From an optimization exercise on the open Yosys and OpenROAD flow, aimed at small area, a short achievable clock period and few clock cycles; shortcuts taken in it are not production practice.
Function was checked by simulation only, so behaviour that the tests miss may differ from the original.

**flow/constraint.sdc**
```tcl
create_clock -name core_clock -period 12.0 [get_ports {clk}]
set_input_delay 2.4000 -clock core_clock [delete_from_list [all_inputs] [get_ports {clk}]]
set_output_delay 2.4000 -clock core_clock [all_outputs]
set_load 0.01 [all_outputs]
```
**flow/config.mk**
```make
export PLATFORM = sky130hd
export DESIGN_NAME = dsc_top
export DESIGN_NICKNAME = dsc_top
export VERILOG_FILES = /design/flow/design.v
export SDC_FILE = /design/flow/constraint.sdc
export NUM_CORES = 4
export LEC_CHECK = 0
export CAP_MARGIN = 20
export CORE_MARGIN = 2
export CORE_UTILIZATION = 40
export SLEW_MARGIN = 20
```
**flow/design.v**
```verilog
package dsc_pkg;
	localparam int PX_W     = 16;
	localparam int PX_FRAC  = 12;
	localparam int WG_W     = 8;
	localparam int WG_FRAC  = 7;
	localparam int RELU_MAX = 6 << PX_FRAC;
	localparam int KX    = 3;
	localparam int KY    = 3;
	localparam int NPAR  = 2;
	localparam int NNP   = 2;
	localparam int POS_W = $clog2(NPAR + 1);
	localparam int WIN_N = KX * KY * NPAR;
	localparam int TOX_MAX     = 4;
	localparam int TOY_MAX     = 4;
	localparam int MAX_NOF     = 4;
	localparam int TIX         = 9;
	localparam int TIY         = 9;
	localparam int FMINT_PLANE = TIX * TIY;
	localparam int FMO_PLANE   = TOX_MAX * TOY_MAX;
	localparam int FMINT_DEPTH = NPAR * FMINT_PLANE;
	localparam int FMO_DEPTH   = MAX_NOF * FMO_PLANE;
	localparam int KDW_DEPTH   = WIN_N;
	localparam int KPW_DEPTH   = NNP * MAX_NOF;
	localparam int FMINT_AW = $clog2(FMINT_DEPTH);
	localparam int FMO_AW   = $clog2(FMO_DEPTH);
	localparam int KDW_AW   = $clog2(KDW_DEPTH);
	localparam int KPW_AW   = $clog2(KPW_DEPTH);
	localparam int NOF_W    = $clog2(MAX_NOF + 1);
	localparam int TILE_W   = $clog2(TOX_MAX + 1);
endpackage
import dsc_pkg::*;
module dsc_ctrl (
	input  logic clk,
	input  logic rst,
	input  logic start,
	input  logic S,
	input  logic first_par,
	input  logic [dsc_pkg::NOF_W-1:0] nof,
	input  logic [dsc_pkg::TILE_W-1:0] tox_n,
	input  logic [dsc_pkg::TILE_W-1:0] toy_n,
	output logic dw_load,
	output logic win_load,
	output logic pw_load,
	output logic dw_calc,
	output logic pw_calc,
	output logic pw_first,
	output logic write,
	output logic finish,
	output logic [dsc_pkg::FMINT_AW-1:0] fmint_addr,
	output logic [dsc_pkg::FMO_AW-1:0] fmo_addr,
	output logic [dsc_pkg::KDW_AW-1:0] kdw_addr,
	output logic [dsc_pkg::KPW_AW-1:0] kpw_addr
);
	typedef enum logic [2:0] {
		IDLE,
		LOAD_K_DW,
		LOAD_WIN,
		DW_CONV,
		LOAD_K_PW,
		PW_CONV,
		WRITE,
		FINISHED
	} state_t;
	state_t state;
	logic [KDW_AW-1:0] cnt;
	logic [$clog2(KX)-1:0] kx;
	logic [$clog2(KY)-1:0] ky;
	logic [FMINT_AW-1:0] plane_base;
	logic [FMINT_AW-1:0] row_base;
	logic [FMINT_AW-1:0] win_org;
	logic [FMINT_AW-1:0] row_org;
	logic [FMINT_AW-1:0] col_step;
	logic [FMINT_AW-1:0] row_step;
	logic [TILE_W-1:0] tx;
	logic [TILE_W-1:0] ty;
	logic [NOF_W-1:0] of;
	logic [FMO_AW-1:0] fmo_plane;
	logic [FMO_AW-1:0] fmo_row;
	assign col_step   = FMINT_AW'(1) << S;
	assign row_step   = FMINT_AW'(TIX) << S;
	assign fmint_addr = win_org + plane_base + row_base + FMINT_AW'(kx);
	assign fmo_addr   = fmo_plane + fmo_row + FMO_AW'(tx);
	assign dw_calc = state == DW_CONV;
	assign pw_calc = state == PW_CONV;
	assign write   = state == WRITE;
	assign finish  = state == FINISHED;
	always_ff @(posedge clk or posedge rst) begin
		if (rst) begin
			state      <= IDLE;
			cnt        <= '0;
			kx         <= '0;
			ky         <= '0;
			plane_base <= '0;
			row_base   <= '0;
			win_org    <= '0;
			row_org    <= '0;
			tx         <= '0;
			ty         <= '0;
			of         <= '0;
			fmo_plane  <= '0;
			fmo_row    <= '0;
			kdw_addr   <= '0;
			kpw_addr   <= '0;
			pw_first   <= 1'b0;
			dw_load    <= 1'b0;
			win_load   <= 1'b0;
			pw_load    <= 1'b0;
		end else begin
			dw_load  <= (state == LOAD_K_DW) && (cnt < WIN_N);
			win_load <= (state == LOAD_WIN) && (cnt < WIN_N);
			pw_load  <= (state == LOAD_K_PW) && (cnt < NNP);
			case (state)
			IDLE: begin
				if (start) begin
					state      <= LOAD_K_DW;
					pw_first   <= first_par;
					cnt        <= '0;
					kx         <= '0;
					ky         <= '0;
					plane_base <= '0;
					row_base   <= '0;
					win_org    <= '0;
					row_org    <= '0;
					tx         <= '0;
					ty         <= '0;
					of         <= '0;
					fmo_plane  <= '0;
					fmo_row    <= '0;
					kdw_addr   <= '0;
					kpw_addr   <= '0;
				end
			end
			LOAD_K_DW: begin
				if (cnt == WIN_N) begin
					state <= LOAD_WIN;
					cnt   <= '0;
				end else begin
					cnt <= cnt + 1'b1;
					if (cnt < WIN_N - 1)
						kdw_addr <= kdw_addr + 1'b1;
				end
			end
			LOAD_WIN: begin
				if (cnt == WIN_N) begin
					state <= DW_CONV;
					cnt   <= '0;
				end else begin
					cnt <= cnt + 1'b1;
				end
				if (cnt == WIN_N - 1) begin
					kx         <= '0;
					ky         <= '0;
					row_base   <= '0;
					plane_base <= '0;
				end else if (cnt < WIN_N - 1) begin
					if (kx != KX - 1) begin
						kx <= kx + 1'b1;
					end else begin
						kx <= '0;
						if (ky != KY - 1) begin
							ky       <= ky + 1'b1;
							row_base <= row_base + FMINT_AW'(TIX);
						end else begin
							ky         <= '0;
							row_base   <= '0;
							plane_base <= plane_base + FMINT_AW'(FMINT_PLANE);
						end
					end
				end
			end
			DW_CONV: begin
				state <= LOAD_K_PW;
				cnt   <= '0;
			end
			LOAD_K_PW: begin
				if (cnt == NNP) begin
					state <= PW_CONV;
					cnt   <= '0;
				end else begin
					cnt <= cnt + 1'b1;
					if (cnt < NNP - 1)
						kpw_addr <= kpw_addr + 1'b1;
				end
			end
			PW_CONV: state <= WRITE;
			WRITE: begin
				cnt <= '0;
				if (of != nof - NOF_W'(1)) begin
					state     <= LOAD_K_PW;
					of        <= of + 1'b1;
					fmo_plane <= fmo_plane + FMO_AW'(FMO_PLANE);
					kpw_addr  <= kpw_addr + 1'b1;
				end else begin
					of        <= '0;
					fmo_plane <= '0;
					kpw_addr  <= '0;
					if (tx != tox_n - TILE_W'(1)) begin
						state   <= LOAD_WIN;
						tx      <= tx + 1'b1;
						win_org <= win_org + col_step;
					end else if (ty != toy_n - TILE_W'(1)) begin
						state   <= LOAD_WIN;
						tx      <= '0;
						ty      <= ty + 1'b1;
						fmo_row <= fmo_row + FMO_AW'(tox_n);
						row_org <= row_org + row_step;
						win_org <= row_org + row_step;
					end else begin
						state <= FINISHED;
					end
				end
			end
			FINISHED: state <= IDLE;
			default:  state <= IDLE;
			endcase
		end
	end
endmodule
import dsc_pkg::*;
module dsc_dw_unit (
	input  logic clk,
	input  logic rst,
	input  logic dw_load,
	input  logic win_load,
	input  logic dw_calc,
	input  logic signed [dsc_pkg::WG_W-1:0] kdw_data,
	input  logic signed [dsc_pkg::PX_W-1:0] fmint_data,
	output logic [dsc_pkg::NPAR*dsc_pkg::PX_W-1:0] relu_vec
);
	function automatic signed [PX_W-1:0] fx_term;
		input signed [PX_W-1:0] px;
		input signed [WG_W-1:0] wg;
		reg signed [PX_W+WG_W-1:0] prod;
		begin
			prod    = px * wg;
			fx_term = prod[WG_FRAC +: PX_W] + {{(PX_W-1){1'b0}}, prod[WG_FRAC-1]};
		end
	endfunction
	logic signed [PX_W-1:0] win [0:WIN_N-1];
	logic signed [WG_W-1:0] wgt [0:WIN_N-1];
	logic signed [PX_W-1:0] dw_sum [0:NPAR-1];
	logic signed [PX_W-1:0] dw_res [0:NPAR-1];
	always_ff @(posedge clk) begin
		if (dw_load) begin
			for (int i = 0; i < WIN_N - 1; i++)
				wgt[i] <= wgt[i+1];
			wgt[WIN_N-1] <= kdw_data;
		end
		if (win_load) begin
			for (int i = 0; i < WIN_N - 1; i++)
				win[i] <= win[i+1];
			win[WIN_N-1] <= fmint_data;
		end
	end
	always_comb begin
		for (int c = 0; c < NPAR; c++) begin
			dw_sum[c] = '0;
			for (int k = 0; k < KX * KY; k++)
				dw_sum[c] = dw_sum[c] + fx_term(win[c*KX*KY + k], wgt[c*KX*KY + k]);
		end
	end
	always_ff @(posedge clk or posedge rst) begin
		if (rst) begin
			for (int c = 0; c < NPAR; c++)
				dw_res[c] <= '0;
		end else if (dw_calc) begin
			for (int c = 0; c < NPAR; c++)
				dw_res[c] <= dw_sum[c];
		end
	end
	always_comb begin
		for (int c = 0; c < NPAR; c++) begin
			if (dw_res[c][PX_W-1])
				relu_vec[c*PX_W +: PX_W] = '0;
			else if (dw_res[c] >= RELU_MAX)
				relu_vec[c*PX_W +: PX_W] = PX_W'(RELU_MAX);
			else
				relu_vec[c*PX_W +: PX_W] = dw_res[c];
		end
	end
endmodule
import dsc_pkg::*;
module dsc_pw_unit (
	input  logic clk,
	input  logic rst,
	input  logic pw_load,
	input  logic pw_calc,
	input  logic pw_first,
	input  logic signed [dsc_pkg::WG_W-1:0] kpw_data,
	input  logic [dsc_pkg::POS_W-1:0] kpw_pos,
	input  logic [dsc_pkg::NPAR*dsc_pkg::PX_W-1:0] relu_vec,
	input  logic signed [dsc_pkg::PX_W-1:0] fmo_data,
	output logic signed [dsc_pkg::PX_W-1:0] res
);
	function automatic signed [PX_W-1:0] fx_term;
		input signed [PX_W-1:0] px;
		input signed [WG_W-1:0] wg;
		reg signed [PX_W+WG_W-1:0] prod;
		begin
			prod    = px * wg;
			fx_term = prod[WG_FRAC +: PX_W] + {{(PX_W-1){1'b0}}, prod[WG_FRAC-1]};
		end
	endfunction
	logic signed [WG_W-1:0] pw_wgt [0:NNP-1];
	logic [POS_W-1:0] pw_pos [0:NNP-1];
	logic signed [PX_W-1:0] tap_px [0:NNP-1];
	logic signed [PX_W-1:0] pw_sum;
	always_ff @(posedge clk) begin
		if (pw_load) begin
			for (int t = 0; t < NNP - 1; t++) begin
				pw_wgt[t] <= pw_wgt[t+1];
				pw_pos[t] <= pw_pos[t+1];
			end
			pw_wgt[NNP-1] <= kpw_data;
			pw_pos[NNP-1] <= kpw_pos;
		end
	end
	always_comb begin
		for (int t = 0; t < NNP; t++) begin
			tap_px[t] = '0;
			for (int c = 0; c < NPAR; c++)
				if (pw_pos[t] == c)
					tap_px[t] = relu_vec[c*PX_W +: PX_W];
		end
		pw_sum = pw_first ? '0 : fmo_data;
		for (int t = 0; t < NNP; t++)
			pw_sum = pw_sum + fx_term(tap_px[t], pw_wgt[t]);
	end
	always_ff @(posedge clk or posedge rst) begin
		if (rst)
			res <= '0;
		else if (pw_calc)
			res <= pw_sum;
	end
endmodule
import dsc_pkg::*;
module dsc_top (
	input  logic clk,
	input  logic rst,
	input  logic start,
	input  logic S,
	input  logic first_par,
	input  logic [dsc_pkg::NOF_W-1:0] nof,
	input  logic [dsc_pkg::TILE_W-1:0] tox_n,
	input  logic [dsc_pkg::TILE_W-1:0] toy_n,
	input  logic signed [dsc_pkg::PX_W-1:0] fmint_data,
	input  logic signed [dsc_pkg::PX_W-1:0] fmo_data,
	input  logic signed [dsc_pkg::WG_W-1:0] kdw_data,
	input  logic signed [dsc_pkg::WG_W-1:0] kpw_data,
	input  logic [dsc_pkg::POS_W-1:0] kpw_pos,
	output logic [dsc_pkg::FMINT_AW-1:0] fmint_addr,
	output logic [dsc_pkg::FMO_AW-1:0] fmo_addr,
	output logic [dsc_pkg::KDW_AW-1:0] kdw_addr,
	output logic [dsc_pkg::KPW_AW-1:0] kpw_addr,
	output logic write,
	output logic finish,
	output logic signed [dsc_pkg::PX_W-1:0] res
);
	logic dw_load;
	logic win_load;
	logic pw_load;
	logic dw_calc;
	logic pw_calc;
	logic pw_first;
	logic [NPAR*PX_W-1:0] relu_vec;
	dsc_ctrl i_ctrl (
		.clk(clk), .rst(rst), .start(start), .S(S), .first_par(first_par),
		.nof(nof), .tox_n(tox_n), .toy_n(toy_n),
		.dw_load(dw_load), .win_load(win_load), .pw_load(pw_load),
		.dw_calc(dw_calc), .pw_calc(pw_calc), .pw_first(pw_first),
		.write(write), .finish(finish),
		.fmint_addr(fmint_addr), .fmo_addr(fmo_addr),
		.kdw_addr(kdw_addr), .kpw_addr(kpw_addr)
	);
	dsc_dw_unit i_dw (
		.clk(clk), .rst(rst), .dw_load(dw_load), .win_load(win_load),
		.dw_calc(dw_calc), .kdw_data(kdw_data), .fmint_data(fmint_data),
		.relu_vec(relu_vec)
	);
	dsc_pw_unit i_pw (
		.clk(clk), .rst(rst), .pw_load(pw_load), .pw_calc(pw_calc),
		.pw_first(pw_first), .kpw_data(kpw_data), .kpw_pos(kpw_pos),
		.relu_vec(relu_vec), .fmo_data(fmo_data), .res(res)
	);
endmodule
```
**flow/run.sh**
```bash
#!/bin/bash
# synth_recipe.tcl (not shown) runs the flow's synth.tcl, then flattens the netlist and writes it again
# the make line also repeats each setting of config.mk as NAME=value (left out here)
make -C /OpenROAD-flow-scripts/flow DESIGN_CONFIG=/design/flow/config.mk WORK_HOME=/design/flow/orfs CLKGATE_MAP_FILE= SYNTH_SCRIPT=/design/flow/synth_recipe.tcl finish
```
==> run notes <==
[state kept, by name, indices dropped and copies added, names as in the netlist, 4 cells and up]
register,count
i_ctrl.cnt,5
i_ctrl.fmo_row,6
i_ctrl.kdw_addr,5
i_ctrl.plane_base,8
i_ctrl.row_base,8
i_ctrl.row_org,8
i_ctrl.win_org,8
i_dw.dw_res,32
i_dw.wgt,144
i_dw.win,288
i_pw.pw_pos,4
i_pw.pw_wgt,16
i_pw.res,16
[per-layer routing]
layer | GRT usage, % | vias up | wire, µm
met5 | 0 | - | 13
met4 | 6.18 | 2 | 8770
met3 | 2.39 | 390 | 12400
met2 | 36.6 | 1599 | 142000
met1 | 28.1 | 38753 | 125000
li1 | - | 33867 | -
[stage by stage]
stage | hold WS, ns | utilization (%) | worst slack [ns]
after global placement | 0.466 | 42.1 | 1.06
final | 0.484 | 43.1 | 1.19
after global routing | 0.505 | 43.1 | 0.636
after floorplan | 0.421 | - | 2.11
after detailed placement | 0.469 | 42.1 | 1.23
after CTS | 0.484 | 43.1 | 1.21
[critical path, delay by kind of cell (launching register included)]
| family | cells | cell delay, ns |
|---|---|---|
| buf+inv | 4 | 0.20 |
| xor+xnor | 12 | 2.38 |
| flops | 1 | 0.89 |
| simple gates | 5 | 1.29 |
| compound gates | 6 | 1.48 |
| fa+ha+maj | 10 | 4.44 |
[layout make-up]
class	count	area, µm²
Clock inverter	47	614
Antenna cell	2	5.00
Fill cell	26248	156000
Clock buffer	94	2080
Inverter	2707	10200
Sequential cell	573	16600
Timing Repair Buffer	147	1390
Tap cell	3589	4490
Multi-Input combinational cell	7786	82600
[worst paths after layout]
path	from	end	slack, ns	cells past startpoint
worst max-delay path	i_dw.wgt[11][5]	i_dw.dw_res[1][15]	1.19	37
worst min-delay path	i_pw.res[15]	i_pw.res[15]	0.48	2
worst max register to register	i_dw.wgt[11][5]	i_dw.dw_res[1][15]	1.19	37
worst min register to register	i_pw.res[15]	i_pw.res[15]	0.48	2
max in group asynchronous	rst	i_ctrl.win_load	8.52	3
min in group asynchronous	rst	i_pw.res[12]	2.26	2
[cell usage after synthesis, types with 57 or more instances]
cell / n / area share, %
nand2b_1: 237 / 1.3
ha_1: 955 / 11
o21ai_0: 179 / 0.81
inv_1: 2701 / 9.2
nand2_1: 850 / 2.9
fa_1: 2162 / 39
and2_1: 1512 / 8.6
nor2_1: 428 / 1.5
o21a_1: 57 / 0.39
clkbuf_1: 200 / 0.68
nor3_1: 70 / 0.32
dfrtp_1: 121 / 2.7
nor2b_1: 73 / 0.41
nand3_1: 66 / 0.30
xnor2_1: 335 / 2.7
edfxtp_1: 452 / 12
xor2_1: 163 / 1.3
a21oi_1: 212 / 0.96
and3_1: 67 / 0.38
[cell families (layout without fill, tap and decap cells)]
family	count (synthesis)	in the layout	share of synthesized area, %
AO/OA/AOI/OAI	731	731	4.22
other	0	2	0
XOR/XNOR	505	505	4.10
buffers and inverters	2917	2995	9.95
multiplexers	10	10	0.0977
AND/OR/NAND/NOR	3423	3423	16.4
flip-flops	573	573	15.1
adder cells (fa/ha/maj)	3117	3117	50.1
[layout by cell type (no fill, tap or decap), types with 10 or more instances in the layout]
cell type / instances
o21ai_0: 179
nand3b_1: 11
nor2_1: 428
o21ai_1: 11
clkbuf_16: 81
nand2_1: 850
o31ai_1: 30
and3_1: 67
nor3b_1: 20
a211oi_1: 16
nor2b_1: 73
nand4_1: 13
clkinv_1: 13
o21bai_1: 26
xor2_1: 162
buf_4: 42
nor3_1: 69
a21boi_0: 14
inv_1: 2700
fa_1: 2162
a21oi_1: 210
o21a_1: 57
xnor2_1: 335
or2_2: 28
clkinvlp_4: 10
dfrtp_1: 119
edfxtp_1: 452
ha_1: 955
clkbuf_1: 13
nand2b_1: 237
a31oi_1: 35
a21o_1: 54
and2_1: 1512
nand3_1: 66
or3_1: 31
bufinv_16: 10
clkdlybuf4s50_1: 103
==> results.yml <==
yosys:
  syn_avg_cell_area_um2: 9.77
  synthCells: 11276
  ys_ff_latch: 573
  synth_area_um2: 110000
  synth_warnings: 10
  synth_seq_area_share_pct: 15.1
  ys.flop_type: "edfxtp_1"
  synth_edf_count: 452
  ys_async_sr_fraction_pct: 21.1
  synth_nets: 14457
  synth_cell_types: 79
final_layout:
  drive_gt1_share_pct: 2.07
  postLayoutCellArea_um2: 118000
  final_nets: 14473
  final_cells: 14945
  syn2layout_area_growth_pct: 7.09
worst_setup_path:
  cp.required_ns: 12.57
  cpPeakStageDelay_ns: 0.89
  cp-end-kind: "register"
  start_kind: "register"
  cp.arrival_ns: 11.38
  cpMostUsedCell: "xnor2_1"
  critPathKind: "reg -> reg"
  crit_slowest_cell: "edfxtp_1"
  cp_max_fo: 18
grt:
  grt_max_degree: 129
  antenna_found_initial: 3
  overflow: 0
  first_global_vias: 82823
  grt_pass1_wl_mm: 465
  grtUsageTotal_pct: 21.2
clocking:
  cts_resized: 0
  cts_hold_buf: 0
  cts-root-buf: "clkbuf_16"
  numClockSinks: 573
  insertion_delay_ns: 0.72
  cts_inserted_buffers: 77
  cts_tree: "done"
  clockBufferDepth: 3
  clk_pin_slew_ns: 0.06
  cts-htree-levels: 3
  post_cts_buffers: 0
drt:
  wl_per_cell_um: 19.3
  drtIter0Drc: 4145
  route.antenna.remaining_nets: 0
  viasPerCell: 4.99
  firstDrtPassIters: 8
  vias: 74611
  wl_mm: 288
  drc_errors: 0
placement:
  placed_cells: 14802
  portBuffers: 103
  dpl_cell_area_um2: 115000
  hpwl_mm: 235
  gp_congestion: 0.902
sta:
  period_minus_slack_ns: 10.81
  relSlewSlack_pct: 27.9
  rsz0062_at_grt: "no"
  worst_pin_slew_ns: 1.07
  setup_viol: 0
  fin_crit_sh_pct: 90.1
  hold_viol_final: 0
  final-max-slew-violation-count: 0
  fin_worst_skew_ns: 0.0451
  setup_tns_ns: 0
  fmax_mhz: 92.5
min_path:
  hp-class: "reg -> reg"
floorplan:
  die_y_um: 529
  core_area_um2: 274000
  start_util_pct: 40.2
  ios: 104
  rows: 192
  die_area_um2: 280000
  die_w_um: 529
flow_run:
  max_cap_viol_count: 0
run_status:
  outcome: "finished clean"
Testbench counts, summed over its fixed seeds: cycles 36,706.

re-timing with driven ports:
In the flow no input, the clock included, has a driving cell. The finished layout below was timed again as built, in two steps. Step 1, drivers: a clkbuf_16 drives clk and a buf_2 each remaining input, both assumed. Step 2 adds t to the input delays and takes it off the output delays; t is the mean of the earliest and latest rising clock arrival at the registers after step 1. Input paths then give back, and output paths get back, about the clock's delay inside the block. Slacks: ideal ports / drivers / drivers and shift; pairs: ideal ports / drivers.
t, ns: 0.786
setup WS [ns]: 1.191 / 1.191 / 1.191
worst setup path after step 2: register to register
worst data-port slew with drivers (ns): 0.08
After both steps setup and hold are still met in this run. The setup slack of this run moves by 0.000 ns with the drivers and by 0.000 ns with both steps.
